This is an optimization exercise on Yosys and OpenROAD, whose aim is small area, not a production implementation. Only simulation tests tie the RTL to the original design; equivalence was not proved. Power is estimated from default activity; no workload was simulated. The flow treats the clock pin as an ideal source, which a real chip does not have.

===== run.sh =====
#!/bin/bash
# synth_recipe.tcl (not shown) runs the flow's synth.tcl, then flattens the netlist and writes it again
# the make line also repeats each setting of config.mk as NAME=value (left out here)
make -C /OpenROAD-flow-scripts/flow DESIGN_CONFIG=/design/flow/config.mk WORK_HOME=/design/flow/orfs CLKGATE_MAP_FILE= SYNTH_SCRIPT=/design/flow/synth_recipe.tcl finish

===== config.mk =====
export PLATFORM = sky130hd
export DESIGN_NAME = window_generator_3x3
export DESIGN_NICKNAME = window_generator_3x3
export VERILOG_FILES = /design/flow/design.v
export SDC_FILE = /design/flow/constraint.sdc
export NUM_CORES = 4
export LEC_CHECK = 0
export CAP_MARGIN = 20
export CORE_MARGIN = 2
export CORE_UTILIZATION = 40
export SLEW_MARGIN = 20

===== constraint.sdc =====
create_clock -name core_clock -period 6.0 [get_ports {clk}]
set_input_delay 1.2000 -clock core_clock [delete_from_list [all_inputs] [get_ports {clk}]]
set_output_delay 1.2000 -clock core_clock [all_outputs]
set_load 0.01 [all_outputs]

===== design.v =====
package img_pkg;
  localparam int PIXEL_W    = 4;
  localparam int KERNEL_DIM = 3;
  localparam int WINDOW_W   = KERNEL_DIM * KERNEL_DIM * PIXEL_W;
  function automatic int slot_offset(input int k, input int pw);
    slot_offset = k * pw;
  endfunction
endpackage
module line_buffer #(
  parameter int DEPTH = 256,
  parameter int WIDTH = 4
) (
  input  logic                     clk,
  input  logic                     en,
  input  logic [$clog2(DEPTH)-1:0] addr,
  input  logic [WIDTH-1:0]         din,
  output logic [WIDTH-1:0]         dout
);
  logic [WIDTH-1:0] mem [DEPTH];
  always_ff @(posedge clk) begin
    if (en) mem[addr] <= din;
  end
  assign dout = mem[addr];
endmodule
module window_generator_3x3 #(
  parameter int PIXEL_W    = img_pkg::PIXEL_W,
  parameter int IMG_WIDTH  = 256,
  parameter int IMG_HEIGHT = 256
) (
  input  logic                                    clk,
  input  logic                                    reset,
  input  logic [PIXEL_W-1:0]                      i_pixel,
  input  logic                                    i_pixel_valid,
  input  logic                                    i_sof,
  output logic [img_pkg::KERNEL_DIM*img_pkg::KERNEL_DIM*PIXEL_W-1:0] o_pixels,
  output logic                                    o_valid,
  output logic                                    o_frame_done
);
  localparam int NSLOT = img_pkg::KERNEL_DIM * img_pkg::KERNEL_DIM;
  localparam int CW    = $clog2(IMG_WIDTH);
  localparam int RW    = $clog2(IMG_HEIGHT);
  localparam logic [CW-1:0] COL_LAST = CW'(IMG_WIDTH - 1);
  localparam logic [RW-1:0] ROW_LAST = RW'(IMG_HEIGHT - 1);
  logic [CW-1:0]      col_cnt, eff_col;
  logic [RW-1:0]      row_cnt, eff_row;
  logic [PIXEL_W-1:0] mid_q, top_q;
  logic [PIXEL_W-1:0] win [NSLOT];
  always_comb begin
    eff_col = i_sof ? '0 : col_cnt;
    eff_row = i_sof ? '0 : row_cnt;
  end
  line_buffer #(.DEPTH(IMG_WIDTH), .WIDTH(PIXEL_W)) u_lb_mid (
    .clk  (clk),
    .en   (i_pixel_valid),
    .addr (eff_col),
    .din  (i_pixel),
    .dout (mid_q)
  );
  line_buffer #(.DEPTH(IMG_WIDTH), .WIDTH(PIXEL_W)) u_lb_top (
    .clk  (clk),
    .en   (i_pixel_valid),
    .addr (eff_col),
    .din  (mid_q),
    .dout (top_q)
  );
  always_ff @(posedge clk) begin
    if (!reset) begin
      col_cnt      <= '0;
      row_cnt      <= '0;
      o_valid      <= 1'b0;
      o_frame_done <= 1'b0;
      for (int k = 0; k < NSLOT; k++) win[k] <= '0;
    end else begin
      o_valid      <= 1'b0;
      o_frame_done <= 1'b0;
      if (i_pixel_valid) begin
        for (int r = 0; r < img_pkg::KERNEL_DIM; r++) begin
          for (int c = 0; c < img_pkg::KERNEL_DIM - 1; c++) begin
            win[r*img_pkg::KERNEL_DIM + c] <= win[r*img_pkg::KERNEL_DIM + c + 1];
          end
        end
        win[img_pkg::KERNEL_DIM-1]     <= top_q;
        win[2*img_pkg::KERNEL_DIM-1]   <= mid_q;
        win[3*img_pkg::KERNEL_DIM-1]   <= i_pixel;
        o_valid <= (eff_row >= RW'(2)) && (eff_col >= CW'(2));
        if (eff_col == COL_LAST) begin
          col_cnt <= '0;
          if (eff_row == ROW_LAST) begin
            row_cnt      <= '0;
            o_frame_done <= 1'b1;
          end else begin
            row_cnt <= eff_row + 1'b1;
          end
        end else begin
          col_cnt <= eff_col + 1'b1;
          row_cnt <= eff_row;
        end
      end
    end
  end
  always_comb begin
    o_pixels = '0;
    for (int k = 0; k < NSLOT; k++) begin
      o_pixels[img_pkg::slot_offset(k, PIXEL_W) +: PIXEL_W] = win[k];
    end
  end
endmodule

==> qor.txt, run 1 <==
Core area = 207000 sq um
Crit-path cells = or2_2 -> o21ai_4 -> buf_4 -> a221o_1 -> a22oi_1 -> nor3b_1 -> o2111ai_1 -> a22oi_1 -> buf_4 -> nand2_8 -> buf_4
Multiplexer share of the synthesized area = 5.69%
Final GP Congestion = 0.862
Synth Area in Adders = 0.0897%
CTS sink count = 2102
Area grow syn2layout = 13.5%
GRT Total Usage = 23.2%
Synth Area in Compound Gates = 8.83%
Routed len/inst = 28.6 um
Leading area contributor after synthesis = edfxtp_1
Worst-margin pin slew = 1.08 ns
I/O pin count = 46
Port-buffer cells = 45
Full die area = 213000 sq um
Most frequent cells in the layout = edfxtp_1 (2048), nand2_1 (803), mux2i_1 (384)
Final Cycle Share = 86.1%
CTS tree = yes
Worst EP arrival = 5.68 ns
EDFF count, synth = 2048
Cts hold-fix bufs = 0
Iter 0 DRT Violations = 6800
CTS Buffer Depth = 3
Final setup TNS = 0 ns
Largest net degree at the start of global routing = 158
Fraction of registers with async set or reset after synthesis = 0%
Post-synthesis sequential area ratio = 74.7%
RSZ-0062 raised after global routing = no
Share of layout cells above drive strength 1 = 11.0%
Worst reg-to-reg setup slack = 0.83 ns
Register bit total from synthesis = 2102
Worst-skew pair later-pin latency = 0.87 ns
Pleak = 30.8 nW
Total CTS buffers = 210
# rows = 167
Power Density = 320 nW/um^2
1st-pass router iterations = 8
Crit Path Category = flip-flop to flip-flop
Netlist cell types = 77
Final Critical Period = 5.17 ns
Initial antenna violation count = 7
Fin. Hold Viols = 0
Initial cell density of the core = 40.4%
Critical Path RT = 6.51 ns
Die W = 462 um
WP buf/inv = 3
Yosys top cell area share = 73.5%
Status = finished clean
Syn Nets = 5732
CP most frequent cell = buf_4
Filler cell count = 17.9k
CTS clk-pin slew, worst paths = 0.06 ns
Mean Syn Cell Area = 14.6 sq um
Crit-path slowest cell = dfxtp_1
Final Cell Area = 95000 sq um
Critical Path Max Stage Delay = 0.73 ns
Final worst setup slack = 0.833 ns
Max-Cap Viols = 0
Synth Flop Type = edfxtp_1
Post-CTS resize count = 0
Fmax = 194 MHz
Worst slew margin = 27.9%
Grt total ovfl = 0
Clock Skew = 0.0415 ns
Post-DRT Antenna Nets = 0
Xor and xnor area share after synthesis = 0.0314%
Max VDD drop = 0.000272 V
Final WL = 251 mm
DR vias = 51.4k
Hold Path Class = flip-flop to flip-flop
Max-slew violation count = 0
Number of global-route vias before repair = 48.6k
Fin nets = 5824
Critical path peak fanout = 51
Final Power = 30.4 mW
Ys Warns = 3
First-pass GRT wire length = 358 mm
CP endpoint kind = flip-flop
H-tree levels = 4
Setup bufs post-CTS = 0
Final setup vio count = 0
Area after DPL = 88400 sq um
Most common cell after layout, fill and taps aside = edfxtp_1
Die Y-Extent = 462 um
Startpoint types = flip-flop
Mapped cell area = 83700 sq um
Clock Tree Root = clkbuf_16
Via density = 5.86
Main combinational cell family by area after synthesis = compound AO/OA/AOI/OAI gates
DRC violations left = 0
Post-synthesis instance total = 5718
Cell family contributing the most delay on the critical path = compound AO/OA/AOI/OAI gates
Pre-CTS worst setup slack = 0.199 ns
Leading post-synthesis cells by cell area = edfxtp_1 (73%), mux2i_1 (4.6%), nand2_1 (3.6%)
Final HPWL DP = 148 mm
Fraction of the mapped netlist area in simple logic gates = 8.26%
[cell type report]
class	instances	area, sq um	share of cell area (%)
Timing Repair Buffer	286	2890	3.04
Antenna cell	3	7.51	0.00790
Tap cell	2788	3490	3.67
Clock inverter	121	1110	1.17
Sequential cell	2102	62600	65.9
Multi-Input combinational cell	3201	19400	20.4
Inverter	9	57.6	0.0606
Clock buffer	269	5530	5.82
[worst paths after layout]
| kind | from | to | depth (start not counted) |
|---|---|---|---|
| setup / recovery | col_cnt[3] | u_lb_top.mem[14][2] | 11 |
| hold reg to reg | win[0][3] | win[0][3] | 2 |
| hold / removal | win[0][3] | win[0][3] | 2 |
| setup reg to reg | col_cnt[3] | u_lb_top.mem[14][2] | 11 |
[synthesized netlist by cell type (7+ instances only)]
library cell / count
edfxtp_1: 2048
nand2_1: 806
mux2i_1: 384
a21oi_1: 344
nor2_1: 318
buf_2: 234
nand3_1: 183
nor2b_1: 162
o21ai_0: 159
a31oi_1: 137
a211oi_1: 135
clkbuf_1: 125
o22ai_1: 110
a22oi_1: 76
mux2_2: 66
dfxtp_1: 54
a311oi_1: 46
nor4_1: 29
a221o_1: 28
buf_1: 25
o2bb2ai_1: 16
a221oi_1: 15
a222oi_1: 15
and3_1: 15
a31o_2: 13
buf_4: 12
nor3_1: 12
buf_6: 10
and3b_1: 9
mux4_2: 8
o41ai_1: 8
and2_1: 7
[registers in the layout, indices dropped and copies added, names as in the netlist]
name          cells
col_cnt           8
u_lb_mid.mem   1024
u_lb_top.mem   1024
win              36
o_frame_done      1
o_valid           1
row_cnt           8
[through the flow]
stage               std cells  util [%]  hold slack (ns)
floorplan                5718         -            0.473
global placement         8385      42.6            0.499
detailed placement       8385      42.6            0.504
CTS                      8775      45.8            0.513
global route             8777      45.8            0.534
finish                   8779      45.8            0.519
[worst reg2reg max path: stages, from the launching register on]
cell and delay [ns]:
dfxtp_1 0.73, or2_2 0.64, o21ai_4 0.33, buf_4 0.32, a221o_1 0.40, a22oi_1 0.22, nor3b_1 0.59, o2111ai_1 0.46
a22oi_1 0.33, buf_4 0.19, nand2_8 0.17, buf_4 0.38
[power breakdown]
part,switching (mW),internal [mW]
registers,0.0271,16.2
clock network,5.61,7.16
logic,1.01,0.388
total,6.66,23.8
[routing by layer]
metal / GRT usage [%] / vias to the layer above / routed length (um)
li1: - / 22100 / -
met1: 32.9 / 26100 / 103000
met2: 35.3 / 2714 / 114000
met3: 4.74 / 476 / 24500
met4: 8.53 / 8 / 9690
met5: 0 / - / 48
[cells by family (layout without fill, tap and decap cells)]
logic type / Yosys count / in the layout
AO/OA/AOI/OAI: 1154 / 1154
XOR/XNOR: 3 / 3
adder cells (fa/ha/maj): 6 / 6
buffers and inverters: 415 / 685
flip-flops: 2102 / 2102
multiplexers: 458 / 458
other: 0 / 3
AND/OR/NAND/NOR: 1580 / 1580
==> run 2, diff against run 1 <==
==> design.v (replaced) <==
package img_pkg;
  localparam int PIXEL_W    = 4;
  localparam int KERNEL_DIM = 3;
  localparam int WINDOW_W   = KERNEL_DIM * KERNEL_DIM * PIXEL_W;
  function automatic int slot_offset(input int k, input int pw);
    slot_offset = k * pw;
  endfunction
endpackage
module line_buffer #(
  parameter int DEPTH = 253,
  parameter int WIDTH = 4
) (
  input  logic             clk,
  input  logic             en,     
  input  logic             t,      
  input  logic [WIDTH-1:0] din,    
  output logic [WIDTH-1:0] dout    
);
  logic [WIDTH-1:0] q [DEPTH];
  always_ff @(posedge clk) begin
    q[0] <= en ? ~(din ^ {WIDTH{t}}) : ~q[0];
    for (int k = 1; k < DEPTH; k++) q[k] <= en ? ~q[k-1] : ~q[k];
  end
  assign dout = q[DEPTH-1] ^ {WIDTH{t}};
endmodule
module window_generator_3x3 #(
  parameter int PIXEL_W    = img_pkg::PIXEL_W,
  parameter int IMG_WIDTH  = 256,
  parameter int IMG_HEIGHT = 256
) (
  input  logic                                    clk,
  input  logic                                    reset,
  input  logic [PIXEL_W-1:0]                      i_pixel,
  input  logic                                    i_pixel_valid,
  input  logic                                    i_sof,
  output logic [img_pkg::KERNEL_DIM*img_pkg::KERNEL_DIM*PIXEL_W-1:0] o_pixels,
  output logic                                    o_valid,
  output logic                                    o_frame_done
);
  localparam int KD    = img_pkg::KERNEL_DIM;
  localparam int NSLOT = KD * KD;
  localparam int CW    = $clog2(IMG_WIDTH);
  localparam int RW    = $clog2(IMG_HEIGHT);
  localparam logic [CW-1:0] COL_LAST = CW'(IMG_WIDTH - 1);
  localparam logic [RW-1:0] ROW_LAST = RW'(IMG_HEIGHT - 1);
  logic [CW-1:0]      col_cnt, eff_col;
  logic [RW-1:0]      row_cnt, eff_row;
  logic               tgl;
  logic [PIXEL_W-1:0] win [NSLOT];
  logic [PIXEL_W-1:0] lb_out [KD-1];
  always_ff @(posedge clk) tgl <= ~tgl;
  for (genvar i = 0; i < KD - 1; i++) begin : g_lb
    line_buffer #(.DEPTH(IMG_WIDTH - KD), .WIDTH(PIXEL_W)) u_lb (
      .clk  (clk),
      .en   (i_pixel_valid),
      .t    (tgl),
      .din  (win[(i+1)*KD]),
      .dout (lb_out[i])
    );
  end
  always_ff @(posedge clk) begin
    if (i_pixel_valid) begin
      for (int r = 0; r < KD; r++)
        for (int c = 0; c < KD - 1; c++)
          win[r*KD + c] <= win[r*KD + c + 1];
      for (int r = 0; r < KD - 1; r++) win[r*KD + KD - 1] <= lb_out[r];
      win[NSLOT-1] <= i_pixel;
    end
  end
  always_comb begin
    eff_col = i_sof ? '0 : col_cnt;
    eff_row = i_sof ? '0 : row_cnt;
  end
  always_ff @(posedge clk) begin
    if (!reset) begin
      col_cnt      <= '0;
      row_cnt      <= '0;
      o_valid      <= 1'b0;
      o_frame_done <= 1'b0;
    end else begin
      o_valid      <= 1'b0;
      o_frame_done <= 1'b0;
      if (i_pixel_valid) begin
        o_valid <= (eff_row >= RW'(2)) && (eff_col >= CW'(2));
        if (eff_col == COL_LAST) begin
          col_cnt <= '0;
          if (eff_row == ROW_LAST) begin
            row_cnt      <= '0;
            o_frame_done <= 1'b1;
          end else begin
            row_cnt <= eff_row + 1'b1;
          end
        end else begin
          col_cnt <= eff_col + 1'b1;
          row_cnt <= eff_row;
        end
      end
    end
  end
  always_comb begin
    o_pixels = '0;
    for (int k = 0; k < NSLOT; k++) begin
      o_pixels[img_pkg::slot_offset(k, PIXEL_W) +: PIXEL_W] = win[k];
    end
  end
endmodule
==> run 2 against run 1 <==
Net effect: register-to-register slack improved by 3.1 ns; sequential share of layout area decreased by 8.6 points; sequential cell count decreased by 23; synthesized area decreased by 23%; via count decreased by 40%; sequential power decreased by 8%; still clean on timing, DRC and antenna; setup slack improved by 2.0 ns; die area decreased by 23%; synthesized cell count decreased by 22%; core utilization about the same.
==> qor.txt, run 2 <==
Critical Path Max Stage Delay = 0.62 ns
Cts hold-fix bufs = 0
Critical path peak fanout = 3
Die W = 405 um
Top-count cell post-synth = dfxtp_1
CTS sink count = 2079
Final WL = 77.4 mm
Syn Nets = 4482
Final setup vio count = 0
Final setup TNS = 0 ns
Max-slew violation count = 0
Cell family contributing the most delay on the critical path = buffers and inverters
Mean Syn Cell Area = 14.4 sq um
Hold WS = 0.424 ns
Fin nets = 4533
Hold Path Class = flip-flop to flip-flop
Core area = 160000 sq um
Worst Setup SP = win[1][3]
Via density = 4.53
Post-synthesis instance total = 4471
Fmax = 316 MHz
Crit-path cells = clkdlybuf4s50_1
Clock network fraction of total power = 43.8%
CTS Buffer Depth = 3
Biggest register = g_lb.u_lb.q
Routed len/inst = 11.4 um
Iter 0 DRT Violations = 983
Die Y-Extent = 405 um
CTS clk-pin slew, worst paths = 0.06 ns
Worst r2r path cells = 6
Full die area = 164000 sq um
Worst EP arrival = 1.97 ns
Setup bufs post-CTS = 0
Port-buffer cells = 45
Most common cell after layout, fill and taps aside = dfxtp_1
Power Density = 390 nW/um^2
Max VDD drop = 0.000265 V
Flop pwr share = 52.3%
Post-route insts no fill = 6776
Fin. Hold Viols = 0
Final GP Congestion = 0.692
WP buf/inv = 1
First-pass GRT wire length = 139 mm
Max-Cap Viols = 0
Initial cell density of the core = 40.2%
Share of layout cells above drive strength 1 = 7.89%
Synth Flop Type = dfxtp_1
Post-synthesis sequential area ratio = 65.3%
EDFF count, synth = 36
Internal power = 22.6 mW
Critical Path RT = 4.80 ns
H-tree levels = 4
RSZ-0062 raised after global routing = no
Worst-margin pin slew = 1.09 ns
Post-CTS resize count = 0
Crit-path slowest cell = clkdlybuf4s50_1
Leading area contributor after synthesis = dfxtp_1
R2r startpoint = col_cnt[1]
Final HPWL DP = 41.8 mm
Register bit total from synthesis = 2079
Synth cell count leaders = dfxtp_1 (2043), mux2i_1 (2016), buf_2 (210), edfxtp_1 (36)
Worst slew margin = 27.4%
Cells after DPL = 6401
Yosys top cell area share = 63.7%
Area grow syn2layout = 14.2%
CP endpoint = o_pixels[7]
Most frequent cells in the layout = dfxtp_1 (2043), mux2i_1 (2016), clkbuf_16 (209)
Startpoint types = flip-flop
Total CTS buffers = 205
Switch Pwr = 5.99 mW
Final Cycle Share = 52.8%
CTS tree = yes
Leading post-synthesis cells by cell area = dfxtp_1 (64%), mux2i_1 (31%), edfxtp_1 (1.7%)
Hold wc startpoint = g_lb[1].u_lb.q[250][3]
GRT Total Usage = 9.62%
Mapped cell area = 64200 sq um
Crit Path Category = flip-flop to output port
Clock Skew = 0.0165 ns
Largest regs = g_lb.u_lb.q: 2024 flops, win: 36 flops
DR vias = 30.7k
Number of global-route vias before repair = 30.7k
R2R Path End = row_cnt[5]
Worst-skew pair later-pin latency = 0.80 ns
I/O pin count = 46
Grt total ovfl = 0
Initial antenna violation count = 0
Ys Warns = 6
Max FFs per register = 2024
Post-DRT Antenna Nets = 0
WP depth = 1
Largest net degree at the start of global routing = 166
Power share of the combinational group = 3.9%
1st-pass router iterations = 4
Final Critical Period = 3.17 ns
Worst reg-to-reg setup slack = 3.98 ns
Sw Ratio = 20.9%
Fraction of registers with async set or reset after synthesis = 0%
Netlist cell types = 51
CP endpoint kind = output port
# rows = 147
Pleak = 33.2 nW
Clock Tree Root = clkbuf_16
DRC violations left = 0
Status = finished clean
run 2: worst min path at each step:
stage | to | cells past startpoint | slack (ns)
final | g_lb[1].u_lb.q[251][3] | 1 | 0.42
after global routing | g_lb[0].u_lb.q[84][2] | 1 | 0.44
after CTS | g_lb[1].u_lb.q[130][1] | 1 | 0.43
after detailed placement | g_lb[0].u_lb.q[154][0] | 1 | 0.42
after global placement | g_lb[0].u_lb.q[165][2] | 1 | 0.42
after floorplan | g_lb[0].u_lb.q[0][0] | 1 | 0.41
run 2: cell type report:
class	count	area (sq um)
repair buffers	80	881
fillers	14000	86700
well taps	2086	2610
flip-flops and latches	2079	42000
inverters	7	26.3
diodes	2	5.00
clock inverters	71	738
multi-input cells	2149	21100
clock buffers	302	6070
run 2: power by group through the flow:
stage | combinational, mW | clock, mW | sequential (mW)
after floorplan | 0.956 | 0 | 15.2
after global placement | 1.09 | 0 | 15.3
after detailed placement | 1.12 | 0 | 15.3
after CTS | 1.13 | 13.1 | 15.0
after global routing | 1.22 | 13.6 | 15.1
final | 1.11 | 12.6 | 15.0
run 2: cells by family after synthesis:
family                   synth area share, %
multiplexers                            31.4
AND/OR/NAND/NOR                        0.600
adder cells (fa/ha/maj)               0.0584
XOR/XNOR                               0.218
AO/OA/AOI/OAI                          0.487
flip-flops                              65.3
buffers and inverters                   1.89
run 2: through the flow:
stage	instance area [sq um]	util (%)	power (mW)	setup slack, ns
2_1_floorplan	64200	-	16.1	3.18
3_3_place_gp	66600	41.6	16.4	2.12
3_5_place_dp	66600	41.6	16.4	2.16
4_1_cts	73400	45.8	29.2	2.74
5_1_grt	73400	45.8	29.9	2.76
6_report	73400	45.8	28.6	2.83
run 2: routing by layer:
layer / vias to the layer above / routed length, um / track usage, %
met5: - / 0 / 0
met4: 0 / 2350 / 4.40
met3: 200 / 3380 / 2.68
met2: 298 / 32400 / 14.7
met1: 14200 / 39300 / 12.6
li1: 16000 / - / -
==> run 3, diff against run 2 <==
--- a/design.v
+++ b/design.v
@@ -12,14 +12,15 @@
 ) (
   input  logic             clk,
   input  logic             en,     
+  input  logic             en_n,   
   input  logic             t,      
   input  logic [WIDTH-1:0] din,    
   output logic [WIDTH-1:0] dout    
 );
   logic [WIDTH-1:0] q [DEPTH];
   always_ff @(posedge clk) begin
-    q[0] <= en ? ~(din ^ {WIDTH{t}}) : ~q[0];
-    for (int k = 1; k < DEPTH; k++) q[k] <= en ? ~q[k-1] : ~q[k];
+    q[0] <= ~(({WIDTH{en}} & (din ^ {WIDTH{t}})) | ({WIDTH{en_n}} & q[0]));
+    for (int k = 1; k < DEPTH; k++) q[k] <= ~(({WIDTH{en}} & q[k-1]) | ({WIDTH{en_n}} & q[k]));
   end
   assign dout = q[DEPTH-1] ^ {WIDTH{t}};
 endmodule
@@ -53,6 +54,7 @@
     line_buffer #(.DEPTH(IMG_WIDTH - KD), .WIDTH(PIXEL_W)) u_lb (
       .clk  (clk),
       .en   (i_pixel_valid),
+      .en_n (~i_pixel_valid),
       .t    (tgl),
       .din  (win[(i+1)*KD]),
       .dout (lb_out[i])
--- a/config.mk
+++ b/config.mk
@@ -7,5 +7,9 @@
 export LEC_CHECK = 0
 export CAP_MARGIN = 20
 export CORE_MARGIN = 2
-export CORE_UTILIZATION = 40
+export CORE_UTILIZATION = 65
+export CTS_BUF_LIST = sky130_fd_sc_hd__clkbuf_16
+export CTS_CLUSTER_DIAMETER = 80
+export CTS_CLUSTER_SIZE = 25
 export SLEW_MARGIN = 20
+export SYNTH_HIERARCHICAL = 1
==> run 3 against run 2 <==
Net effect: sequential power up 14%; die area down 41%; total power down 11%; synthesized cell count up 5.0%; final area down 14%; non-clock buffer count down 5; global-route usage up 6.5 points; critical path type is now input port to flip-flop.
==> qor.txt, run 3 <==
Hold WS = 0.422 ns
Post-CTS resize count = 0
GRT Total Usage = 16.1%
Critical path peak fanout = 18
Max-Cap Viols = 0
I/O pin count = 46
WP buf/inv = 3
Sw Ratio = 22.4%
Post-DRT Antenna Nets = 0
# rows = 113
Power Density = 407 nW/um^2
Fin nets = 4413
Antenna Cells = 0
Worst slew margin = 27.3%
Final HPWL DP = 41.5 mm
CTS tree = yes
Worst-margin pin slew = 1.09 ns
Most common cell after layout, fill and taps aside = dfxtp_1
Synth Area in Adders = 0.0608%
EDFF count, synth = 36
Switch Pwr = 5.75 mW
Worst EP arrival = 3.99 ns
CTS sink count = 2079
Initial cell density of the core = 65.2%
Critical Path RT = 6.60 ns
Number of global-route vias before repair = 31.8k
Post-layout utilization of the core = 66.6%
Grt met1 use = 22.0%
Ys Warns = 12
Max VDD drop = 0.000323 V
Pleak = 25.0 nW
Post-synthesis sequential area ratio = 68.0%
Cell family contributing the most delay on the critical path = simple AND/OR/NAND/NOR gates
Largest net degree at the start of global routing = 264
Die W = 312 um
Full die area = 97400 sq um
Xor and xnor area share after synthesis = 0.227%
Cts hold-fix bufs = 0
Mapped cell area = 61700 sq um
Busiest layer in global routing = met2
Core area = 94600 sq um
Post-synthesis instance total = 4693
Leading post-synthesis cells by cell area = dfxtp_1 (66%), a22oi_1 (25%), buf_6 (4.1%)
Top-count cell post-synth = dfxtp_1
Port-buffer cells = 45
Setup bufs post-CTS = 0
Crit Path Category = input port to flip-flop
Critical Path Max Stage Delay = 0.70 ns
Final WL = 81.8 mm
Total CTS buffers = 93
Final Critical Period = 3.39 ns
Iter 0 DRT Violations = 2998
Crit-path slowest cell = clkdlybuf4s50_1
Initial antenna violation count = 1
Area grow syn2layout = 2.04%
Mean Syn Cell Area = 13.1 sq um
DRC violations left = 0
Via density = 6.10
Synth cell count leaders = dfxtp_1 (2043), a22oi_1 (2025), buf_6 (223), buf_2 (199), edfxtp_1 (36)
Clock Skew = 0.0166 ns
Fraction of registers with async set or reset after synthesis = 0%
Startpoint types = input port
Max-slew violation count = 0
Routed len/inst = 14.4 um
Largest regs = g_lb.u_lb.q: 2024 flops, win: 36 flops
First-pass GRT wire length = 142 mm
Biggest register = g_lb.u_lb.q
Crit-path cells = clkdlybuf4s50_1 -> inv_1 -> nand2_1 -> inv_1 -> ha_1 -> nand3_2 -> or3_1 -> or4_1 -> a31oi_1
Fmax = 295 MHz
Synth Area in Compound Gates = 25.0%
CTS Buffer Depth = 3
Netlist cell types = 45
M2 GR Usage = 26.8%
Final Cycle Share = 56.4%
Met3 Use GR = 2.67%
RSZ-0062 raised after global routing = no
Final setup vio count = 0
H-tree levels = 3
Max FFs per register = 2024
DR vias = 34.6k
Die Y-Extent = 312 um
CP endpoint kind = flip-flop
Status = finished clean
Main combinational cell family by area after synthesis = compound AO/OA/AOI/OAI gates
Final worst setup slack = 2.61 ns
Most frequent cells in the layout = dfxtp_1 (2043), a22oi_1 (2025), clkbuf_16 (95)
Grt total ovfl = 0
Flop pwr share = 66.7%
Pre-CTS worst setup slack = 1.94 ns
Final Power = 25.6 mW
Syn Nets = 4704
Multiplexer share of the synthesized area = 0.0162%
CP most frequent cell = inv_1
Register bit total from synthesis = 2079
Clock network fraction of total power = 26.2%
Fraction of the mapped netlist area in simple logic gates = 0.627%
Final setup TNS = 0 ns
Leading area contributor after synthesis = dfxtp_1
1st-pass router iterations = 5
Clock Tree Root = clkbuf_16
Share of layout cells above drive strength 1 = 3.06%
Internal power = 19.9 mW
CTS clk-pin slew, worst paths = 0.09 ns
Worst-skew pair later-pin latency = 0.67 ns
Fin. Hold Viols = 0
Filler cell count = 7234
Final GP Congestion = 0.724
Hold Path Class = flip-flop to flip-flop
Area of the multi-input gates = 16000 sq um
Sequential cell area = 42000 sq um
Yosys top cell area share = 66.3%
Power share of the combinational group = 7.1%
Synth Flop Type = dfxtp_1
==> run 3: changes by cell type after synthesis, moves of 11 or more <==
cell / change
a22oi_1: +2022
mux2i_1: -2015
nor2_1: -15
buf_2: -11
buf_4: +13
buf_6: +220
==> run 3: path summary, 6_finish.rpt <==
path,from,to,slack (ns),cells after the start
max,i_sof,row_cnt[7],2.61,9
min reg2reg,g_lb[1].u_lb.q[28][0],g_lb[1].u_lb.q[29][0],0.42,1
min,g_lb[1].u_lb.q[28][0],g_lb[1].u_lb.q[29][0],0.42,1
max reg2reg,col_cnt[1],row_cnt[7],3.71,6
==> run 3: power groups by stage <==
stage | Combinational (mW) | Clock (mW) | Sequential (mW)
4_1_cts | 1.87 | 7.05 | 17.1
6_report | 1.83 | 6.71 | 17.1
3_5_place_dp | 1.87 | 0 | 17.4
3_3_place_gp | 1.77 | 0 | 17.4
5_1_grt | 2.11 | 7.50 | 17.4
2_1_floorplan | 1.74 | 0 | 17.1
==> run 3: cells by family after synthesis <==
logic type | count (synthesis)
AO/OA/AOI/OAI | 2059
XOR/XNOR | 16
multiplexers | 1
AND/OR/NAND/NOR | 68
adder cells (fa/ha/maj) | 3
buffers and inverters | 467
flip-flops | 2079
==> run 3: metrics by stage <==
stage	cells	cell area [sq um]
6_report	5679	63000
3_5_place_dp	5572	60500
2_1_floorplan	4693	61700
4_1_cts	5679	63000
5_1_grt	5679	63000
3_3_place_gp	5572	60500
==> run 3: layout make-up <==
type                            count  share of cell area (%)
Multi-Input combinational cell   2147                    25.4
Clock buffer                       95                    3.78
Inverter                            6                  0.0477
Sequential cell                  2079                    66.7
Clock inverter                     12                   0.107
Tap cell                         1265                    2.51
Timing Repair Buffer               75                    1.48
==> run 3: worst register-to-register path, cell delays in order (launching register included) <==
cell,delay (ns)
dfxtp_1,0.44
nor2b_1,0.23
ha_1,0.27
nand3_2,0.12
or3_1,0.48
or4_1,0.54
a31oi_1,0.16
==> run 3: routing by layer <==
layer	part of all wire [%]	vias up
met5	0	-
met2	44	246
met4	1.7	0
met3	3.0	84
li1	-	17400
met1	52	16900
==> run 4, diff against run 3 <==
--- a/design.v
+++ b/design.v
@@ -69,35 +69,27 @@
       win[NSLOT-1] <= i_pixel;
     end
   end
+  logic col_ge2, row_ge2, col_last, row_last;
   always_comb begin
-    eff_col = i_sof ? '0 : col_cnt;
-    eff_row = i_sof ? '0 : row_cnt;
+    col_ge2  = !i_sof && (col_cnt[CW-1:1] != '0);
+    row_ge2  = !i_sof && (row_cnt[RW-1:1] != '0);
+    col_last = !i_sof && (col_cnt == COL_LAST);
+    row_last = !i_sof && (row_cnt == ROW_LAST);
+    eff_col  = i_sof ? '0 : col_cnt;
+    eff_row  = i_sof ? '0 : row_cnt;
   end
   always_ff @(posedge clk) begin
     if (!reset) begin
-      col_cnt      <= '0;
-      row_cnt      <= '0;
-      o_valid      <= 1'b0;
-      o_frame_done <= 1'b0;
-    end else begin
-      o_valid      <= 1'b0;
-      o_frame_done <= 1'b0;
-      if (i_pixel_valid) begin
-        o_valid <= (eff_row >= RW'(2)) && (eff_col >= CW'(2));
-        if (eff_col == COL_LAST) begin
-          col_cnt <= '0;
-          if (eff_row == ROW_LAST) begin
-            row_cnt      <= '0;
-            o_frame_done <= 1'b1;
-          end else begin
-            row_cnt <= eff_row + 1'b1;
-          end
-        end else begin
-          col_cnt <= eff_col + 1'b1;
-          row_cnt <= eff_row;
-        end
-      end
+      col_cnt <= '0;
+      row_cnt <= '0;
+    end else if (i_pixel_valid) begin
+      col_cnt <= eff_col + 1'b1;
+      row_cnt <= eff_row + RW'(col_last);
     end
+  end
+  always_ff @(posedge clk) begin
+    o_valid      <= reset && i_pixel_valid && row_ge2 && col_ge2;
+    o_frame_done <= reset && i_pixel_valid && row_last && col_last;
   end
   always_comb begin
     o_pixels = '0;
--- a/config.mk
+++ b/config.mk
@@ -9,7 +9,7 @@
 export CORE_MARGIN = 2
 export CORE_UTILIZATION = 65
 export CTS_BUF_LIST = sky130_fd_sc_hd__clkbuf_16
-export CTS_CLUSTER_DIAMETER = 80
-export CTS_CLUSTER_SIZE = 25
+export CTS_CLUSTER_DIAMETER = 90
+export CTS_CLUSTER_SIZE = 30
 export SLEW_MARGIN = 20
 export SYNTH_HIERARCHICAL = 1
==> run 4 against run 3 <==
Net effect: still clean; clock skew is 0.0076 ns higher; non-clock buffer count is 1 higher; synthesized cell count is 0.68% lower; hold slack better by 0.0051 ns; sequential cell count stayed put; first-iteration DRC count is 1.0% higher; fmax is 12% higher; critical path depth is 1 lower; sequential share of layout area is 0.56 points higher; total power is 1.8% lower; sequential power hardly changed; combinational power hardly changed; critical endpoint is now row_cnt[4]; highest routed layer unchanged.
==> qor.txt, run 4 <==
Via density = 6.13
Worst-margin pin slew = 1.02 ns
Synth Area in Compound Gates = 25.0%
Post-layout utilization of the core = 66.7%
Pleak = 24.7 nW
Final Cycle Share = 50.2%
Clock Skew = 0.0242 ns
Crit-path cells = clkdlybuf4s50_1 -> nand3b_1 -> nor3_1 -> ha_1 -> ha_1 -> nand2_1 -> or4b_1 -> a21oi_1
Fmax = 332 MHz
Ys Warns = 12
Hold Path Class = flip-flop to flip-flop
Critical Path RT = 6.60 ns
Grt total ovfl = 0
Xor and xnor area share after synthesis = 0.228%
Hold WS = 0.427 ns
Final setup vio count = 0
WP depth = 8
Iter 0 DRT Violations = 3028
Setup bufs post-CTS = 0
Critical path peak fanout = 17
Fraction of the mapped netlist area in simple logic gates = 0.415%
Port-buffer cells = 45
Cts hold-fix bufs = 0
Max-slew violation count = 0
Synth Area in Adders = 0.0610%
CTS clk-pin slew, worst paths = 0.10 ns
Startpoint types = input port
Initial antenna violation count = 0
Largest regs = g_lb.u_lb.q: 2024 flops, win: 36 flops
Worst EP arrival = 3.61 ns
Max FFs per register = 2024
First-pass GRT wire length = 140 mm
Cell family contributing the most delay on the critical path = simple AND/OR/NAND/NOR gates
Yosys top cell area share = 66.5%
Final Power = 25.1 mW
Syn Nets = 4672
EDFF count, synth = 36
Max VDD drop = 0.000275 V
Crit-path slowest cell = clkdlybuf4s50_1
Post-route insts no fill = 5620
WP buf/inv = 1
Critical Path Max Stage Delay = 0.68 ns
Worst hold stages = 1
DR vias = 34.4k
RSZ-0062 raised after global routing = no
Hold wc startpoint = g_lb[1].u_lb.q[25][2]
Final worst setup slack = 2.99 ns
Synth cell count leaders = dfxtp_1 (2043), a22oi_1 (2024), buf_6 (220), buf_2 (200), edfxtp_1 (36)
Post-synthesis sequential area ratio = 68.2%
Max-Cap Viols = 0
Fin. Hold Viols = 0
Synth Flop Type = dfxtp_1
Status = finished clean
WHS Endpoint = g_lb[1].u_lb.q[26][2]
CTS Buffer Depth = 3
Number of global-route vias before repair = 31.6k
Crit Path Category = input port to flip-flop
Register bit total from synthesis = 2079
Cells after DPL = 5532
Total CTS buffers = 79
Netlist cell types = 38
Worst slew margin = 31.8%
R2r startpoint = col_cnt[2]
Main combinational cell family by area after synthesis = compound AO/OA/AOI/OAI gates
Pre-CTS worst setup slack = 2.36 ns
Final HPWL DP = 41.7 mm
R2R Path End = row_cnt[4]
Leading area contributor after synthesis = dfxtp_1
Clock Tree Root = clkbuf_16
Core area = 93600 sq um
Top-count cell post-synth = dfxtp_1
Area grow syn2layout = 1.46%
Final Critical Period = 3.01 ns
Initial cell density of the core = 65.7%
H-tree levels = 3
Full die area = 97100 sq um
CP endpoint kind = flip-flop
Mean Syn Cell Area = 13.2 sq um
Fraction of registers with async set or reset after synthesis = 0%
Most common cell after layout, fill and taps aside = dfxtp_1
Post-CTS resize count = 0
Post-DRT Antenna Nets = 0
Biggest register = g_lb.u_lb.q
Worst-skew pair later-pin latency = 0.67 ns
Antenna Cells = 0
Power Density = 403 nW/um^2
Area after DPL = 60400 sq um
Die W = 312 um
# rows = 112
Final Cell Area = 62400 sq um
GRT Total Usage = 15.9%
CP most frequent cell = ha_1
Routed len/inst = 14.5 um
Largest net degree at the start of global routing = 228
Share of layout cells above drive strength 1 = 2.68%
Mapped cell area = 61500 sq um
Post-synthesis instance total = 4661
Most frequent cells in the layout = dfxtp_1 (2043), a22oi_1 (2024), clkbuf_16 (81)
Worst r2r path cells = 7
Final setup TNS = 0 ns
Leading post-synthesis cells by cell area = dfxtp_1 (66%), a22oi_1 (25%), buf_6 (4.0%)
Fin nets = 4370
Die Y-Extent = 312 um
Worst reg-to-reg setup slack = 3.90 ns
1st-pass router iterations = 7
Final GP Congestion = 0.681
Final WL = 81.2 mm
CTS tree = yes
DRC violations left = 0
Multiplexer share of the synthesized area = 0.0651%
CTS sink count = 2079
I/O pin count = 46
run 4: changes by cell type in the layout (fill, tap and decap cells not counted), moves of 3 or more:
| cell | delta |
|---|---|
| mux2i_1 | +3 |
| nand3_1 | -3 |
| inv_1 | -7 |
| o21ai_0 | -4 |
| clkbuf_16 | -14 |
| o211ai_1 | +3 |
| nor4_1 | -3 |
| a31oi_1 | -4 |
| nand2_1 | -11 |
run 4: how the worst max path moves through the flow:
| stage | from | end | slack, ns |
|---|---|---|---|
| 4_1_cts | i_sof | row_cnt[4] | 3.08 |
| 6_report | i_sof | row_cnt[4] | 2.99 |
| 3_3_place_gp | i_sof | row_cnt[4] | 2.39 |
| 5_1_grt | i_sof | row_cnt[4] | 2.85 |
| 3_5_place_dp | i_sof | row_cnt[4] | 2.36 |
| 2_1_floorplan | i_sof | row_cnt[4] | 3.31 |
run 4: cell families (layout without fill, tap and decap cells):
logic type | Yosys count | after routing
adders and majority gates | 3 | 3
xor gates and xnor gates | 16 | 16
AOI/OAI and AO/OA | 2054 | 2054
and+or+nand+nor | 43 | 43
DFF | 2079 | 2079
muxes | 4 | 4
buffers and inverters | 462 | 167
run 4: power breakdown:
part           switching (mW)  internal (mW)
sequential               1.10           16.0
combinational           0.803           1.02
clock                    3.78           2.45
run 4: layer usage:
| metal | vias up | part of all wire, % | GRT usage (%) |
|---|---|---|---|
| met1 | 16800 | 51 | 21.7 |
| li1 | 17300 | - | - |
| met5 | - | 0 | 0 |
| met3 | 101 | 2.4 | 2.62 |
| met4 | 0 | 2.0 | 4.06 |
| met2 | 220 | 44 | 26.4 |
run 4: area by class of cell:
type / count / area [sq um]
fill: 7310 / 31200
tap: 1254 / 1570
inverter: 3 / 18.8
sequential: 2079 / 42000
multi-input combinational: 2120 / 15900
timing repair buffer: 76 / 926
clock inverter: 7 / 43.8
clock buffer: 81 / 2030
==> run 5, diff against run 4 <==
==> flow/run.sh (new file) <==
#!/bin/bash
set -euo pipefail
export BUFFER_PORTS_ARGS="-buffer_cell sky130_fd_sc_hd__buf_1"
export CTS_ARGS="-sink_clustering_enable -repair_clock_nets -dont_use_dummy_load -buf_list sky130_fd_sc_hd__clkbuf_16 -sink_clustering_size 30 -sink_clustering_max_diameter 90"
bash standard.sh finish > make.log 2>&1
==> standard.sh (new file) <==
#!/bin/bash
# synth_recipe.tcl (not shown) runs the flow's synth.tcl, then flattens the netlist and writes it again
# the make line also repeats each setting of config.mk as NAME=value (left out here)
make -C /OpenROAD-flow-scripts/flow DESIGN_CONFIG=/design/flow/config.mk WORK_HOME=/design/flow/orfs CLKGATE_MAP_FILE= SYNTH_SCRIPT=/design/flow/synth_recipe.tcl "${@:-finish}"
removed: run.sh
==> run 5 against run 4 <==
Net effect: critical path depth shrank 4; clock-buffer cell count shrank 2; register-to-register slack lost 0.07 ns; core utilization shrank 0.30 points; largest cell class unchanged; largest power group unchanged.
==> qor.txt, run 5 <==
Internal power = 19.4 mW
Largest net degree at the start of global routing = 274
Fmax = 320 MHz
Post-synthesis sequential area ratio = 68.2%
DR vias = 34.5k
Mean Syn Cell Area = 13.2 sq um
Crit Path Category = input port to flip-flop
Full die area = 97100 sq um
CTS sink count = 2079
Antenna Cells = 0
Core area = 93600 sq um
Max-Cap Viols = 0
Via density = 6.13
Setup bufs post-CTS = 0
R2R Path End = row_cnt[4]
Max FFs per register = 2024
Hold wc startpoint = g_lb[1].u_lb.q[206][1]
Critical Path RT = 6.48 ns
DRC violations left = 0
Synth cell count leaders = dfxtp_1 (2043), a22oi_1 (2024), buf_6 (220), buf_2 (200), edfxtp_1 (36)
Post-layout utilization of the core = 66.4%
Grt total ovfl = 0
CP endpoint kind = flip-flop
Power share of the combinational group = 7.2%
Initial cell density of the core = 65.7%
Clock Tree Root = clkbuf_16
WHS Endpoint = g_lb[1].u_lb.q[207][1]
Die Y-Extent = 312 um
Max-slew violation count = 0
Crit-path slowest cell = buf_12
Netlist cell types = 38
Final setup vio count = 0
Share of layout cells above drive strength 1 = 2.84%
Die W = 312 um
Filler cell count = 7280
R2r startpoint = col_cnt[2]
Fin nets = 4381
Leading area contributor after synthesis = dfxtp_1
Cts hold-fix bufs = 0
Critical path peak fanout = 259
First-pass GRT wire length = 143 mm
Area grow syn2layout = 1.01%
Worst hold stages = 1
Switch Pwr = 5.63 mW
Clock Skew = 0.0478 ns
Syn Nets = 4672
Final setup TNS = 0 ns
Fin. Hold Viols = 0
Final WL = 81.3 mm
Final HPWL DP = 41.8 mm
GRT Total Usage = 16.2%
Final GP Congestion = 0.673
CTS clk-pin slew, worst paths = 0.11 ns
1st-pass router iterations = 5
Startpoint types = input port
RSZ-0062 raised after global routing = no
Fraction of registers with async set or reset after synthesis = 0%
Flop pwr share = 68.3%
Worst slew margin = 21.1%
H-tree levels = 3
Critical Path Max Stage Delay = 0.72 ns
Worst-margin pin slew = 1.18 ns
Mapped cell area = 61500 sq um
Yosys top cell area share = 66.5%
# rows = 112
I/O pin count = 46
Post-synthesis instance total = 4661
Power Density = 402 nW/um^2
CTS Buffer Depth = 3
Max VDD drop = 0.000282 V
Sw Ratio = 22.5%
Post-DRT Antenna Nets = 0
Clock network fraction of total power = 24.5%
Iter 0 DRT Violations = 2820
Post-CTS resize count = 0
Biggest register = g_lb.u_lb.q
Final Cycle Share = 52.1%
Synth Flop Type = dfxtp_1
Largest regs = g_lb.u_lb.q: 2024 flops, win: 36 flops
Port-buffer cells = 45
Worst EP arrival = 3.60 ns
Hold Path Class = flip-flop to flip-flop
Worst-skew pair later-pin latency = 0.66 ns
CTS tree = yes
Total CTS buffers = 79
Final Critical Period = 3.12 ns
Top-count cell post-synth = dfxtp_1
Pleak = 24.6 nW
Status = finished clean
Routed len/inst = 14.5 um
Register bit total from synthesis = 2079
Number of global-route vias before repair = 31.9k
Crit-path cells = clkbuf_4 -> buf_4 -> buf_12 -> a22oi_1
Worst r2r path cells = 7
Worst reg-to-reg setup slack = 3.83 ns
Leading post-synthesis cells by cell area = dfxtp_1 (66%), a22oi_1 (25%), buf_6 (4.0%)
Initial antenna violation count = 0
Most common cell after layout, fill and taps aside = dfxtp_1
Ys Warns = 12
EDFF count, synth = 36
Most frequent cells in the layout = dfxtp_1 (2043), a22oi_1 (2024), clkbuf_16 (79)
## run 5: cell counts after synthesis
Identical to the previous run, type by type.
## run 5: worst max-delay path: cells and delay by family
family / cells / cell delay (ns)
compound gates: 1 / 0.18
buf+inv: 3 / 1.94
## run 5: worst max path at each step
stage	slack [ns]	startpoint	cells past startpoint	endpoint
after floorplan	3.31	i_sof	7	row_cnt[4]
after global placement	2.31	i_pixel_valid	4	g_lb[0].u_lb.q[65][1]
after detailed placement	2.27	i_pixel_valid	4	g_lb[0].u_lb.q[197][2]
after CTS	2.98	i_pixel_valid	4	g_lb[0].u_lb.q[143][1]
after global routing	2.75	i_pixel_valid	4	g_lb[0].u_lb.q[143][1]
final	2.88	i_pixel_valid	4	g_lb[0].u_lb.q[143][1]
## run 5: cell families (layout without fill, tap and decap cells)
family,Yosys count,count (layout),share of synthesized area [%]
AOI/OAI and AO/OA,2054,2054,25.0
and+or+nand+nor,43,43,0.415
adders and majority gates,3,3,0.0610
DFF,2079,2079,68.2
muxes,4,4,0.0651
buffers and inverters,462,169,5.99
xor gates and xnor gates,16,16,0.228
## run 5: metrics by stage
step / std cells / worst slack [ns] / hold slack, ns / total power [mW] / instance area (sq um)
final: 5622 / 2.88 / 0.382 / 25.0 / 62200
after global routing: 5622 / 2.75 / 0.399 / 26.3 / 62200
after CTS: 5622 / 2.98 / 0.386 / 25.4 / 62200
after detailed placement: 5543 / 2.27 / 0.424 / 19.2 / 60200
after global placement: 5543 / 2.31 / 0.419 / 19.1 / 60200
after floorplan: 4661 / 3.31 / 0.359 / 18.9 / 61500
## run 5: final cells by class
class / instances / area (sq um) / area share [%]
Timing Repair Buffer: 87 / 738 / 1.19
Multi-Input combinational cell: 2120 / 15900 / 25.5
Tap cell: 1254 / 1570 / 2.52
Inverter: 3 / 18.8 / 0.0302
Sequential cell: 2079 / 42000 / 67.5
Clock buffer: 79 / 1980 / 3.18
## run 5: power groups by stage
stage	Combinational [mW]	Sequential [mW]	Clock [mW]
after floorplan	1.74	17.1	0
final	1.80	17.1	6.12
after detailed placement	1.85	17.4	0
after global placement	1.74	17.4	0
after global routing	2.09	17.4	6.88
after CTS	1.85	17.1	6.44
## run 5: routing by layer
metal	track usage (%)	vias up	part of all wire, %
met5	0	-	0
met2	27.0	261	44
li1	-	17300	-
met4	3.91	0	1.9
met3	2.62	95	2.5
met1	22.2	16800	52
==> run 6, diff against run 5 <==
--- a/design.v
+++ b/design.v
@@ -44,8 +44,8 @@
   localparam int RW    = $clog2(IMG_HEIGHT);
   localparam logic [CW-1:0] COL_LAST = CW'(IMG_WIDTH - 1);
   localparam logic [RW-1:0] ROW_LAST = RW'(IMG_HEIGHT - 1);
-  logic [CW-1:0]      col_cnt, eff_col;
-  logic [RW-1:0]      row_cnt, eff_row;
+  logic [CW-1:0]      col_cnt;
+  logic [RW-1:0]      row_cnt;
   logic               tgl;
   logic [PIXEL_W-1:0] win [NSLOT];
   logic [PIXEL_W-1:0] lb_out [KD-1];
@@ -71,20 +71,18 @@
   end
   logic col_ge2, row_ge2, col_last, row_last;
   always_comb begin
-    col_ge2  = !i_sof && (col_cnt[CW-1:1] != '0);
-    row_ge2  = !i_sof && (row_cnt[RW-1:1] != '0);
+    col_ge2  = !i_sof && (col_cnt >= CW'(2));
+    row_ge2  = !i_sof && (row_cnt >= RW'(2));
     col_last = !i_sof && (col_cnt == COL_LAST);
     row_last = !i_sof && (row_cnt == ROW_LAST);
-    eff_col  = i_sof ? '0 : col_cnt;
-    eff_row  = i_sof ? '0 : row_cnt;
   end
   always_ff @(posedge clk) begin
     if (!reset) begin
       col_cnt <= '0;
       row_cnt <= '0;
     end else if (i_pixel_valid) begin
-      col_cnt <= eff_col + 1'b1;
-      row_cnt <= eff_row + RW'(col_last);
+      col_cnt <= i_sof ? CW'(1) : col_cnt + 1'b1;
+      row_cnt <= i_sof ? '0 : row_cnt + RW'(col_last);
     end
   end
   always_ff @(posedge clk) begin
==> run 6 against run 5 <==
Net effect: register-to-register slack better by 0.12 ns; clock power about the same; final cell count is 0.23% lower; sequential cell count stayed put; wire length down 0.38%; combinational power about the same; final area is 0.12% lower; synthesized area shrank 0.14%; largest power group unchanged; global-route usage decreased by 0.22 points; first-iteration DRC count up 8.9%; still clean on timing, DRC and antenna.
==> qor.txt, run 6 <==
Status = finished clean
Max VDD drop = 0.000325 V
Post-DRT Antenna Nets = 0
Netlist cell types = 29
CTS tree = yes
Clock Tree Root = clkbuf_16
Cells after DPL = 5530
Fin. Hold Viols = 0
Initial antenna violation count = 1
Routed len/inst = 14.4 um
Register bit total from synthesis = 2079
Crit-path slowest cell = buf_12
Critical Path Max Stage Delay = 0.75 ns
R2R Path End = row_cnt[6]
RSZ-0062 raised after global routing = no
Cell family contributing the most delay on the critical path = buffers and inverters
First-pass GRT wire length = 140 mm
Syn Nets = 4662
Sequential cell area = 42000 sq um
WP buf/inv = 3
Number of global-route vias before repair = 31.0k
Worst reg-to-reg setup slack = 3.95 ns
Critical path peak fanout = 247
Post-synthesis sequential area ratio = 68.3%
Leading post-synthesis cells by cell area = dfxtp_1 (67%), a22oi_1 (25%), buf_6 (4.0%)
Startpoint types = input port
WP depth = 4
Filler cell count = 7161
Worst slew margin = 32.1%
CP endpoint kind = flip-flop
Port-buffer cells = 45
# rows = 112
Worst-margin pin slew = 1.02 ns
Worst r2r path cells = 8
Final setup vio count = 0
Final HPWL DP = 41.6 mm
Share of layout cells above drive strength 1 = 2.78%
Sw Ratio = 22.5%
Post-route insts no fill = 5609
Die W = 311 um
Post-CTS resize count = 0
Area grow syn2layout = 1.03%
H-tree levels = 3
EDFF count, synth = 36
Hold Path Class = flip-flop to flip-flop
Total CTS buffers = 79
CP endpoint = g_lb[0].u_lb.q[246][3]
Area of the multi-input gates = 15800 sq um
Max-Cap Viols = 0
Worst EP arrival = 3.19 ns
Post-layout utilization of the core = 66.4%
Fraction of registers with async set or reset after synthesis = 0%
Via density = 6.10
Antenna Cells = 0
CTS Buffer Depth = 3
Clock Skew = 0.0464 ns
Grt total ovfl = 0
Cts hold-fix bufs = 0
Yosys top cell area share = 66.6%
Worst-skew pair later-pin latency = 0.66 ns
Fin nets = 4369
Initial cell density of the core = 65.7%
Most common cell after layout, fill and taps aside = dfxtp_1
Clock network fraction of total power = 24.5%
CTS sink count = 2079
Max FFs per register = 2024
Core area = 93500 sq um
Die Y-Extent = 311 um
I/O pin count = 46
DR vias = 34.2k
Crit Path Category = input port to flip-flop
Most frequent cells in the layout = dfxtp_1 (2043), a22oi_1 (2027), clkbuf_16 (79)
Mean Syn Cell Area = 13.2 sq um
1st-pass router iterations = 6
DRC violations left = 0
Pleak = 24.6 nW
Switch Pwr = 5.63 mW
Largest regs = g_lb.u_lb.q: 2024 flops, win: 36 flops
Hold wc startpoint = g_lb[1].u_lb.q[36][2]
Final setup TNS = 0 ns
CTS clk-pin slew, worst paths = 0.10 ns
Internal power = 19.4 mW
Biggest register = g_lb.u_lb.q
Critical Path RT = 6.50 ns
Fmax = 373 MHz
Synth Flop Type = dfxtp_1
Final Critical Period = 2.68 ns
Synth cell count leaders = dfxtp_1 (2043), a22oi_1 (2027), buf_6 (220), buf_2 (200), edfxtp_1 (36)
Max-slew violation count = 0
Full die area = 97000 sq um
R2r startpoint = col_cnt[1]
Flop pwr share = 68.3%
Crit-path cells = clkbuf_4 -> buf_4 -> buf_12 -> a22oi_1
Largest net degree at the start of global routing = 248
Mapped cell area = 61500 sq um
GRT Total Usage = 16.0%
Leading area contributor after synthesis = dfxtp_1
Final WL = 80.9 mm
Final Cycle Share = 44.7%
Power Density = 403 nW/um^2
Post-synthesis instance total = 4650
Ys Warns = 12
Power share of the combinational group = 7.2%
Top-count cell post-synth = dfxtp_1
Iter 0 DRT Violations = 3072
Worst Setup SP = i_pixel_valid
Setup bufs post-CTS = 0
Final GP Congestion = 0.658
-- run 6: cell count changes in the layout (fill, tap and decap cells not counted), sizes merged, moves of 4 or more --
cell / delta
mux2i: -4
o211ai: -4
buf: -5
xor2: +6
inv: +4
-- run 6: layer usage --
layer	track usage, %	share of wire [%]	vias to the layer above
met2	26.0	43	236
met5	0	0.014	-
li1	-	-	17200
met4	3.72	1.7	2
met1	22.4	52	16600
met3	2.75	2.7	90
-- run 6: worst min-delay path by stage --
stage                             endpoint  cells past startpoint
floorplan                              tgl                      1
global placement    g_lb[1].u_lb.q[206][1]                      1
detailed placement  g_lb[1].u_lb.q[191][2]                      1
CTS                  g_lb[1].u_lb.q[42][0]                      1
global route         g_lb[1].u_lb.q[42][0]                      1
finish               g_lb[1].u_lb.q[37][2]                      1
-- run 6: area by class of cell --
type,instances,share of cell area [%]
Sequential cell,2079,67.6
Multi-Input combinational cell,2108,25.4
Inverter,7,0.0544
Timing Repair Buffer,82,1.19
Tap cell,1254,2.53
Clock buffer,79,3.18
-- run 6: metrics by stage --
step | cell area [sq um] | total power [mW] | hold slack (ns) | worst slack (ns)
6_report | 62100 | 25.0 | 0.378 | 3.32
3_5_place_dp | 60100 | 19.2 | 0.425 | 2.66
3_3_place_gp | 60100 | 19.1 | 0.419 | 2.67
4_1_cts | 62100 | 25.4 | 0.376 | 3.29
2_1_floorplan | 61500 | 18.8 | 0.359 | 3.53
5_1_grt | 62100 | 26.3 | 0.388 | 3.21
-- run 6: logic make-up after synthesis --
logic type / Yosys count / share of synthesized area (%)
adders and majority gates: 4 / 0.0814
AOI/OAI and AO/OA: 2043 / 24.9
DFF: 2079 / 68.3
and+or+nand+nor: 39 / 0.381
xor gates and xnor gates: 22 / 0.314
buffers and inverters: 463 / 6.00
-- run 6: worst reg2reg max path, cell delays in order (launching register included) --
cell	delay, ns
dfxtp_1	0.44
ha_1	0.24
nand4b_1	0.10
nor2_1	0.15
ha_1	0.22
ha_1	0.18
nand2_1	0.10
or3_2	0.44
a21oi_1	0.14
-- run 6: power by group through the flow --
stage	registers (mW)	logic (mW)	clock network (mW)
2_1_floorplan	17.1	1.74	0
3_3_place_gp	17.4	1.74	0
3_5_place_dp	17.4	1.84	0
4_1_cts	17.1	1.84	6.44
5_1_grt	17.4	2.08	6.88
6_report	17.1	1.80	6.12
==> run 7, diff against run 6 <==
==> flow/run.sh (replaced) <==
#!/bin/bash
set -euo pipefail
export BUFFER_PORTS_ARGS="-buffer_cell sky130_fd_sc_hd__buf_1"
export CTS_ARGS="-sink_clustering_enable -repair_clock_nets -dont_use_dummy_load -buf_list sky130_fd_sc_hd__clkbuf_16 -sink_clustering_size 32 -sink_clustering_max_diameter 100"
bash standard.sh finish > make.log 2>&1
==> run 7 against run 6 <==
Net effect: critical endpoint unchanged; final cell count about the same; final area down 0.20%; die area unchanged; via count unchanged.
==> qor.txt, run 7 <==
Status = finished clean
Worst-margin pin slew = 1.09 ns
Sequential cell area = 42000 sq um
Max FFs per register = 2024
CTS Buffer Depth = 3
Leading area contributor after synthesis = dfxtp_1
First-pass GRT wire length = 140 mm
Share of layout cells above drive strength 1 = 2.67%
Final setup TNS = 0 ns
Filler cell count = 7178
Post-synthesis sequential area ratio = 68.3%
Final Power = 24.8 mW
Initial antenna violation count = 1
Cts hold-fix bufs = 0
CP endpoint kind = flip-flop
Iter 0 DRT Violations = 3055
Initial cell density of the core = 65.7%
Max VDD drop = 0.000324 V
CTS clk-pin slew, worst paths = 0.11 ns
Port-buffer cells = 45
H-tree levels = 3
Ys Warns = 12
Syn Nets = 4662
Internal power = 19.2 mW
DRC violations left = 0
Fin nets = 4364
Clock network fraction of total power = 23.9%
Setup bufs post-CTS = 0
Largest net degree at the start of global routing = 248
Synth cell count leaders = dfxtp_1 (2043), a22oi_1 (2027), buf_6 (220), buf_2 (200), edfxtp_1 (36)
Final worst setup slack = 3.32 ns
Die Y-Extent = 311 um
Clock Skew = 0.0339 ns
Pre-CTS worst setup slack = 2.66 ns
Fin. Hold Viols = 0
Max-slew violation count = 0
Mapped cell area = 61500 sq um
Final Cell Area = 62000 sq um
Core area = 93500 sq um
Post-route insts no fill = 5604
I/O pin count = 46
Startpoint types = input port
Final Critical Period = 2.68 ns
Clock Tree Root = clkbuf_16
Leading post-synthesis cells by cell area = dfxtp_1 (67%), a22oi_1 (25%), buf_6 (4.0%)
Final Cycle Share = 44.7%
Post-synthesis instance total = 4650
GRT Total Usage = 15.9%
Fmax = 373 MHz
Grt total ovfl = 0
Top-count cell post-synth = dfxtp_1
Power share of the combinational group = 7.2%
Sw Ratio = 22.5%
Most frequent cells in the layout = dfxtp_1 (2043), a22oi_1 (2027), clkbuf_16 (74)
Final HPWL DP = 41.6 mm
Area after DPL = 60100 sq um
CTS sink count = 2079
1st-pass router iterations = 5
Post-CTS resize count = 0
DR vias = 34.2k
Area grow syn2layout = 0.823%
Post-DRT Antenna Nets = 0
Final GP Congestion = 0.658
Total CTS buffers = 74
Final WL = 80.8 mm
RSZ-0062 raised after global routing = no
Full die area = 97000 sq um
Max-Cap Viols = 0
Power Density = 401 nW/um^2
Hold Path Class = flip-flop to flip-flop
EDFF count, synth = 36
Crit Path Category = input port to flip-flop
Final setup vio count = 0
Antenna Cells = 0
Mean Syn Cell Area = 13.2 sq um
CTS tree = yes
Netlist cell types = 29
Die W = 311 um
Flop pwr share = 68.8%
Worst-skew pair later-pin latency = 0.67 ns
# rows = 112
Number of global-route vias before repair = 30.9k
Register bit total from synthesis = 2079
Most common cell after layout, fill and taps aside = dfxtp_1
Via density = 6.10
Largest regs = g_lb.u_lb.q: 2024 flops, win: 36 flops
Cells after DPL = 5530
Switch Pwr = 5.59 mW
Worst EP arrival = 3.19 ns
Worst slew margin = 27.6%
Yosys top cell area share = 66.6%
Area of the multi-input gates = 15800 sq um
Routed len/inst = 14.4 um
Fraction of registers with async set or reset after synthesis = 0%
Synth Flop Type = dfxtp_1
Critical Path RT = 6.51 ns
Biggest register = g_lb.u_lb.q
Pleak = 24.5 nW
Critical path peak fanout = 247
## run 7: stage by stage
stage	util, %	hold slack (ns)
final	66.3	0.417
after global routing	66.3	0.438
after CTS	66.3	0.414
after detailed placement	64.3	0.425
after global placement	64.3	0.419
after floorplan	-	0.359
## run 7: per-layer routing
layer	GRT usage [%]	wire length, um
met1	22.4	42200
met2	25.8	35000
met3	2.58	1970
met4	3.88	1600
met5	0	11
## run 7: cell type report
class / count / area share (%)
tap: 1254 / 2.53
timing repair buffer: 82 / 1.19
sequential: 2079 / 67.8
clock buffer: 74 / 2.99
multi-input combinational: 2108 / 25.5
inverter: 7 / 0.0545
## run 7: power groups by stage
stage | Sequential, mW | Clock (mW) | Combinational, mW
finish | 17.1 | 5.95 | 1.80
global route | 17.4 | 6.70 | 2.08
CTS | 17.1 | 6.27 | 1.84
detailed placement | 17.4 | 0 | 1.84
global placement | 17.4 | 0 | 1.74
floorplan | 17.1 | 0 | 1.74
## run 7: logic make-up after synthesis
| kind of cell | Yosys count | synth area share (%) |
|---|---|---|
| DFF | 2079 | 68.3 |
| buffers and inverters | 463 | 6.00 |
| adders and majority gates | 4 | 0.0814 |
| xor gates and xnor gates | 22 | 0.314 |
| and+or+nand+nor | 39 | 0.381 |
| AOI/OAI and AO/OA | 2043 | 24.9 |
## run 7: critical path, stage by stage
cell and delay [ns]:
clkbuf_4 0.24, buf_4 0.58, buf_12 0.65, a22oi_1 0.22
## run 7: worst paths after layout
kind / start / end / slack [ns] / cells after the start
worst min register to register: g_lb[1].u_lb.q[216][1] / g_lb[1].u_lb.q[217][1] / 0.42 / 1
worst max-delay path: i_pixel_valid / g_lb[0].u_lb.q[246][3] / 3.32 / 4
worst max register to register: col_cnt[1] / row_cnt[6] / 3.92 / 8
worst min-delay path: g_lb[1].u_lb.q[216][1] / g_lb[1].u_lb.q[217][1] / 0.42 / 1
==> run 8, diff against run 7 <==
--- a/design.v
+++ b/design.v
@@ -60,11 +60,12 @@
       .dout (lb_out[i])
     );
   end
+  always_ff @(posedge clk) win[0] <= win[1];
   always_ff @(posedge clk) begin
     if (i_pixel_valid) begin
       for (int r = 0; r < KD; r++)
         for (int c = 0; c < KD - 1; c++)
-          win[r*KD + c] <= win[r*KD + c + 1];
+          if (r*KD + c != 0) win[r*KD + c] <= win[r*KD + c + 1];
       for (int r = 0; r < KD - 1; r++) win[r*KD + KD - 1] <= lb_out[r];
       win[NSLOT-1] <= i_pixel;
     end
==> flow/run.sh (replaced) <==
#!/bin/bash
set -euo pipefail
export BUFFER_PORTS_ARGS="-buffer_cell sky130_fd_sc_hd__buf_1"
export CTS_ARGS="-sink_clustering_enable -repair_clock_nets -dont_use_dummy_load -buf_list sky130_fd_sc_hd__clkbuf_16 -sink_clustering_size 32 -sink_clustering_max_diameter 100"
export MIN_CLK_ROUTING_LAYER=met1
bash standard.sh finish > make.log 2>&1
==> run 8 against run 7 <==
Net effect: die area hardly changed; final area hardly changed; synthesized cell count stayed put; wire length is 0.47% lower.
==> qor.txt, run 8 <==
Post-CTS resize count = 0
Ys Warns = 12
Final Critical Period = 3.03 ns
Register bit total from synthesis = 2079
CTS Buffer Depth = 3
GRT Total Usage = 15.8%
Worst-margin pin slew = 1.11 ns
Most frequent cells in the layout = dfxtp_1 (2046), a22oi_1 (2027), clkbuf_16 (74)
Final worst setup slack = 2.97 ns
Fin. Hold Viols = 0
Initial cell density of the core = 65.7%
Largest regs = g_lb.u_lb.q: 2024 flops, win: 36 flops
Via density = 6.10
H-tree levels = 3
Area grow syn2layout = 0.789%
Leading post-synthesis cells by cell area = dfxtp_1 (67%), a22oi_1 (25%), buf_6 (4.0%)
EDFF count, synth = 32
Pre-CTS worst setup slack = 2.36 ns
Core area = 93500 sq um
Iter 0 DRT Violations = 2925
CTS sink count = 2079
Final GP Congestion = 0.655
Clock Tree Root = clkbuf_16
Grt total ovfl = 0
Antenna Cells = 0
Routed len/inst = 14.4 um
RSZ-0062 raised after global routing = no
First-pass GRT wire length = 139 mm
Initial antenna violation count = 0
Cts hold-fix bufs = 0
Max-Cap Viols = 0
Syn Nets = 4662
Crit Path Category = input port to flip-flop
I/O pin count = 46
CTS clk-pin slew, worst paths = 0.11 ns
Filler cell count = 7315
Share of layout cells above drive strength 1 = 2.73%
Mapped cell area = 61400 sq um
Critical path peak fanout = 249
Most common cell after layout, fill and taps aside = dfxtp_1
Crit-path cells = clkbuf_4 -> buf_4 -> buf_12 -> a22oi_1
DRC violations left = 0
Hold wc startpoint = win[1][1]
Leading area contributor after synthesis = dfxtp_1
Cell family contributing the most delay on the critical path = buffers and inverters
CTS tree = yes
Largest net degree at the start of global routing = 256
Number of global-route vias before repair = 30.6k
Post-synthesis instance total = 4650
WP buf/inv = 3
Total CTS buffers = 74
Worst EP arrival = 3.52 ns
Worst slew margin = 26.0%
Crit-path slowest cell = buf_12
Worst Setup SP = i_pixel_valid
Fmax = 330 MHz
Critical Path Max Stage Delay = 0.64 ns
Final WL = 80.5 mm
Fin nets = 4366
Pleak = 24.5 nW
Yosys top cell area share = 66.7%
1st-pass router iterations = 5
Final Cycle Share = 50.5%
R2r startpoint = col_cnt[1]
Worst-skew pair later-pin latency = 0.66 ns
Max VDD drop = 0.000305 V
Final HPWL DP = 41.8 mm
Synth Flop Type = dfxtp_1
Fraction of registers with async set or reset after synthesis = 0%
Final setup vio count = 0
Clock Skew = 0.0375 ns
Die W = 311 um
Top-count cell post-synth = dfxtp_1
Post-synthesis sequential area ratio = 68.3%
Netlist cell types = 29
Synth cell count leaders = dfxtp_1 (2047), a22oi_1 (2027), buf_6 (220), buf_2 (200), edfxtp_1 (32)
Final setup TNS = 0 ns
Hold Path Class = flip-flop to flip-flop
Max-slew violation count = 0
Max FFs per register = 2024
DR vias = 34.2k
CP endpoint kind = flip-flop
Critical Path RT = 6.49 ns
# rows = 112
Status = finished clean
Biggest register = g_lb.u_lb.q
Post-DRT Antenna Nets = 0
Power Density = 401 nW/um^2
Port-buffer cells = 45
Startpoint types = input port
Mean Syn Cell Area = 13.2 sq um
Full die area = 97000 sq um
Die Y-Extent = 311 um
Setup bufs post-CTS = 0
==> run 8: cell count changes after synthesis <==
cell      change
edfxtp_1      -4
dfxtp_1       +4
==> run 8: cell families after synthesis <==
logic type                 share of synthesized area (%)
DFF                                                 68.3
and+or+nand+nor                                    0.381
xor gates and xnor gates                           0.314
buffers and inverters                               6.00
adders and majority gates                         0.0815
AOI/OAI and AO/OA                                   24.9
==> run 8: worst reg2reg max path, cell delays in order, from the launching register on <==
cell and delay, ns:
dfxtp_1 0.45, ha_1 0.23, nand4b_1 0.10, nor2_1 0.15
ha_1 0.23, ha_1 0.18, nand2_1 0.09, or3_2 0.46
a21oi_1 0.14
==> run 8: final cells by class <==
class / instances / area [sq um] / share of cell area (%)
Timing Repair Buffer: 84 / 716 / 1.16
Tap cell: 1254 / 1570 / 2.53
Clock buffer: 74 / 1850 / 2.99
Sequential cell: 2079 / 41900 / 67.8
Inverter: 7 / 33.8 / 0.0546
Multi-Input combinational cell: 2108 / 15800 / 25.5
==> run 8: report_power, final <==
part	internal (mW)	switching, mW
Clock	2.25	3.69
Combinational	0.999	0.796
Sequential	16.0	1.10
Total	19.2	5.58
==> run 8: metal layers <==
metal | vias up | GRT usage, % | wire length (um)
met5 | - | 0 | 0
met4 | 0 | 0.0549 | 0
met3 | 0 | 0.0466 | 737
met2 | 195 | 27.7 | 36900
met1 | 16800 | 23.5 | 42800
li1 | 17200 | - | -
==> run 8: path summary, 6_finish.rpt <==
check	slack [ns]	end	cells after the start
min	0.38	win[0][1]	0
max reg2reg	3.91	row_cnt[6]	8
max	2.97	g_lb[0].u_lb.q[47][3]	4
min reg2reg	0.38	win[0][1]	0
==> run 8: per-stage QoR <==
step / power (mW) / utilization [%] / std cells / area, sq um / hold slack, ns
floorplan: 18.8 / - / 4650 / 61400 / 0.359
global placement: 19.1 / 64.2 / 5532 / 60000 / 0.350
detailed placement: 19.2 / 64.2 / 5532 / 60000 / 0.359
CTS: 25.2 / 66.2 / 5606 / 61900 / 0.385
global route: 26.1 / 66.2 / 5606 / 61900 / 0.406
finish: 24.8 / 66.2 / 5606 / 61900 / 0.381

Check on run 8: ideal ports give 2.968 ns setup slack; a clkbuf_16 on the clock port and buf_2 on the inputs give 3.000 ns; moving port delays by the midpoint clock arrival (0.698 ns) as well gives 2.302 ns.
